From an optimization exercise on the open Yosys and OpenROAD flow, aimed at small area, a short achievable clock period and few clock cycles per item; shortcuts taken in it are not production practice.
Where RTL was checked, it was by simulation tests only, not by an equivalence proof against the original.
Power is estimated from default activity; no workload was simulated.

Setup of the baseline:
==> flow/design.v (excerpt) <==
module flash_loader_top #(
    parameter int SEGMENT_WORDS   = 16,
    parameter int FLASH_ADDR_BITS = 12
) (
    input  logic                                    clk,
    input  logic                                    reset_n,
    input  logic                                    stb_i,
    input  logic                                    we_i,
    input  logic [flash_loader_pkg::BUS_WIDTH-1:0]  adr_wr_i,
    input  logic [flash_loader_pkg::BUS_WIDTH-1:0]  adr_rd_i,
    input  logic [flash_loader_pkg::BUS_WIDTH-1:0]  dat_i,
    output logic [flash_loader_pkg::BUS_WIDTH-1:0]  dat_o,
    output logic                                    ack_o,
    input  logic                                    fill_we_i,
    input  logic [$clog2(SEGMENT_WORDS):0]          fill_addr_i,
    input  logic [flash_loader_pkg::WORD_WIDTH-1:0] fill_data_i,
    output logic                                    ping_busy_o,
    output logic                                    pong_busy_o,
    output logic                                    done_o,
    output logic                                    flash_valid_o,
    output logic [FLASH_ADDR_BITS-1:0]              flash_addr_o,
    output logic [flash_loader_pkg::WORD_WIDTH-1:0] flash_data_o,
    input  logic                                    flash_ready_i
);
For scale: roughly 2500 cells after synthesis, roughly 1200 flip-flops, roughly 43000 µm² of cells after synthesis.
Settings: LEC_CHECK=0, CAP_MARGIN=20, CORE_MARGIN=2, CORE_UTILIZATION=40, CTS_BUF_LIST=sky130_fd_sc_hd__clkbuf_8, CTS_CLUSTER_DIAMETER=70, CTS_CLUSTER_SIZE=14, SETUP_SLACK_MARGIN=2.0, SLEW_MARGIN=20, SYNTH_HIERARCHICAL=1, SYNTH_MINIMUM_KEEP_SIZE=0; clock period 5.0 ns.
run.sh (not shown) runs the stock make flow with config.mk's settings and CLKGATE_MAP_FILE= SYNTH_SCRIPT=/design/flow/synth_recipe.tcl, a recipe that flattens the netlist after the stock synthesis.
Testbench counts of the baseline, summed over its fixed seeds: cycles 27,394, words 21,815.
Here is what was changed in the inputs of the candidate compared with the baseline.
--- a/flow/design.v
+++ b/flow/design.v
@@ -41,14 +41,38 @@
 endmodule
 module loader_nor2 (
     input  logic [1:0] a_i,
     output logic       y_o
 );
     assign y_o = ~|a_i;
 endmodule
+module loader_dec5 (
+    input  logic        en_i,
+    input  logic [4:0]  a_i,
+    output logic [31:0] y_o
+);
+    always_comb begin
+        for (int i = 0; i < 32; i++) begin
+            y_o[i] = en_i & (a_i == 5'(i));
+        end
+    end
+endmodule
+module loader_a41o (
+    input  logic [3:0] a_i,
+    input  logic       b_i,
+    output logic       y_o
+);
+    assign y_o = (&a_i) | b_i;
+endmodule
+module loader_nand4 (
+    input  logic [3:0] a_i,
+    output logic       y_o
+);
+    assign y_o = ~&a_i;
+endmodule
 `timescale 1ns/1ps
 import flash_loader_pkg::*;
 module flash_loader_top #(
     parameter int SEGMENT_WORDS   = 16,
     parameter int FLASH_ADDR_BITS = 12
 ) (
     input  logic                                    clk,
@@ -84,20 +108,24 @@
     logic                       save_begin;
     logic                       save_end;
     logic [2*BUS_WIDTH-1:0]     staged;
     logic [FLASH_ADDR_BITS-1:0] begin_addr_q;
     logic [FLASH_ADDR_BITS-1:0] end_addr_q;
     assign ack_o      = stb_i;
     assign wr         = stb_i & we_i;
-    logic wr_hi_zero;
-    logic wr_lo_ctrl;
-    loader_nor3 wr_hi_zero_inst (.a_i(adr_wr_i[7:5]), .y_o(wr_hi_zero));
-    loader_nor3 wr_lo_ctrl_inst (.a_i({adr_wr_i[4:3], ~adr_wr_i[2]}), .y_o(wr_lo_ctrl));
-    assign ctrl_wr    = wr & wr_hi_zero & wr_lo_ctrl & ~adr_wr_i[1] & ~adr_wr_i[0];
-    assign fill_start = ctrl_wr & dat_i[CTL_FILL_BIT];
+    logic wr_hi_zero;      
+    logic wr_mid_zero;     
+    logic fill_wr_n;       
+    logic fill_lo;         
+    loader_nor3  wr_hi_zero_inst  (.a_i(adr_wr_i[7:5]), .y_o(wr_hi_zero));
+    loader_nor3  wr_mid_zero_inst (.a_i({adr_wr_i[4:3], adr_wr_i[1]}), .y_o(wr_mid_zero));
+    loader_nand4 fill_wr_inst     (.a_i({stb_i, we_i, adr_wr_i[2], dat_i[CTL_FILL_BIT]}), .y_o(fill_wr_n));
+    loader_nor2  fill_lo_inst     (.a_i({fill_wr_n, adr_wr_i[0]}), .y_o(fill_lo));
+    assign ctrl_wr    = wr & wr_hi_zero & wr_mid_zero & adr_wr_i[2] & ~adr_wr_i[0];
+    assign fill_start = wr_hi_zero & wr_mid_zero & fill_lo;
     always_ff @(posedge clk or negedge reset_n) begin
         if (!reset_n) begin
             data_sel_q <= '0;
         end else begin
             for (int i = 0; i < 4; i++) begin
                 data_sel_q[i] <= wr & (adr_wr_i == BUS_WIDTH'(i));
             end
@@ -153,23 +181,25 @@
     end
     assign dat_o = {BUS_WIDTH{hi_zero_a & hi_zero_b}} & lo_mux;
     logic [WORD_WIDTH-1:0] mem [WORDS];
     logic [WORD_WIDTH-1:0] rd_data;
     logic [WORDS-1:0]      rd_sel;
     logic [CNT_BITS-1:0]   wr_cnt_q;    
     logic [CNT_BITS-1:0]   rd_cnt_q;    
+    logic [WORDS-1:0]      wr_sel;
+    loader_dec5 wr_dec_inst (.en_i(fill_we_i), .a_i(fill_addr_i), .y_o(wr_sel));
+    loader_dec5 rd_dec_inst (.en_i(1'b1), .a_i(rd_cnt_q[PTR_BITS-1:0]), .y_o(rd_sel));
     always_ff @(posedge clk) begin
-        if (fill_we_i) begin
-            mem[fill_addr_i] <= fill_data_i;
+        for (int i = 0; i < WORDS; i++) begin
+            if (wr_sel[i]) begin
+                mem[i] <= fill_data_i;
+            end
         end
     end
     always_comb begin
-        for (int i = 0; i < WORDS; i++) begin
-            rd_sel[i] = (rd_cnt_q[PTR_BITS-1:0] == PTR_BITS'(i));
-        end
         rd_data = '0;
         for (int i = 0; i < WORDS; i++) begin
             rd_data = rd_data | ({WORD_WIDTH{rd_sel[i]}} & mem[i]);
         end
     end
     logic                       running_q;
     logic                       first_q;      
@@ -180,15 +210,16 @@
     logic [FLASH_ADDR_BITS-1:0] addr_q;
     logic [WORD_WIDTH-1:0]      out_q;
     logic                       xfer;
     logic                       at_end;
     logic                       more;
     logic                       load;
     logic                       finish;
-    assign flash_valid_o = occ_q & (running_q | fill_start);
+    loader_a41o valid_inst (.a_i({wr_hi_zero, wr_mid_zero, fill_lo, occ_q & ~running_q}),
+                            .b_i(occ_q & running_q), .y_o(flash_valid_o));
     assign flash_addr_o  = addr_q;
     assign flash_data_o  = out_q;
     assign xfer   = flash_valid_o & flash_ready_i;
     assign at_end = (addr_q == end_addr_q);
     assign more   = first_q | ~at_end;
     assign load   = (~occ_q | xfer) & (wr_cnt_q != rd_cnt_q) & more;
     assign finish = running_q & ~first_q & at_end & (~occ_q | xfer)
Notes after the runs:
Going from the baseline to the candidate, internal power went down, post-synthesis cell count went down, number of fill cells went down, total area of multi-input combinational cells went down, post-synthesis area per instance went up. The candidate vs the baseline — fraction of area in clock buffers and inverters rose 0.19 points. The higher setup slack came out of the candidate. Against the baseline, the candidate reports a share of cell area taken by multi-input logic gates that is lower. Shortest period the worst path allows is lower on the candidate. Comparing number of buffer and inverter stages on the critical path for the candidate and the baseline, the bigger number came from the baseline. Looking only at number of non-clock buffers, and setting everything else aside, the higher value of the candidate and the baseline goes to the baseline.
The RTL of the candidate was laid out without a check of its function.

## re-timing with driven ports
The flow's constraints put no driver on any port. The routed layouts listed below were extracted and timed again, unchanged, in two steps.
Step 1 assumes that a clkbuf_16 drives the clock port and a buf_2 every other input.
Step 2, shift: input delay + t, output delay - t, t = (earliest + latest rising clock arrival at the registers) / 2. This alone moves slack from input paths to output paths.
Slacks: no drivers / after step 1 / after step 2; pairs: no drivers / after step 1.
| run | t, ns | setup slack, ns | clock arrival spread, ns | slew at the worst register clock pin (ns) | worst data-port slew with drivers (ns) |
|---|---|---|---|---|---|
| the baseline | 0.827 | 1.903 / 1.889 / 1.221 | 0.097 / 0.096 | 0.10 / 0.10 | 0.20 |
| the candidate | 0.832 | 1.948 / 1.976 / 1.149 | 0.069 / 0.069 | 0.10 / 0.10 | 0.11 |
After both steps every run listed still meets setup and hold. The setup slack of the candidate, which loses most, moves by +0.028 ns with the drivers and by -0.799 ns with both steps.
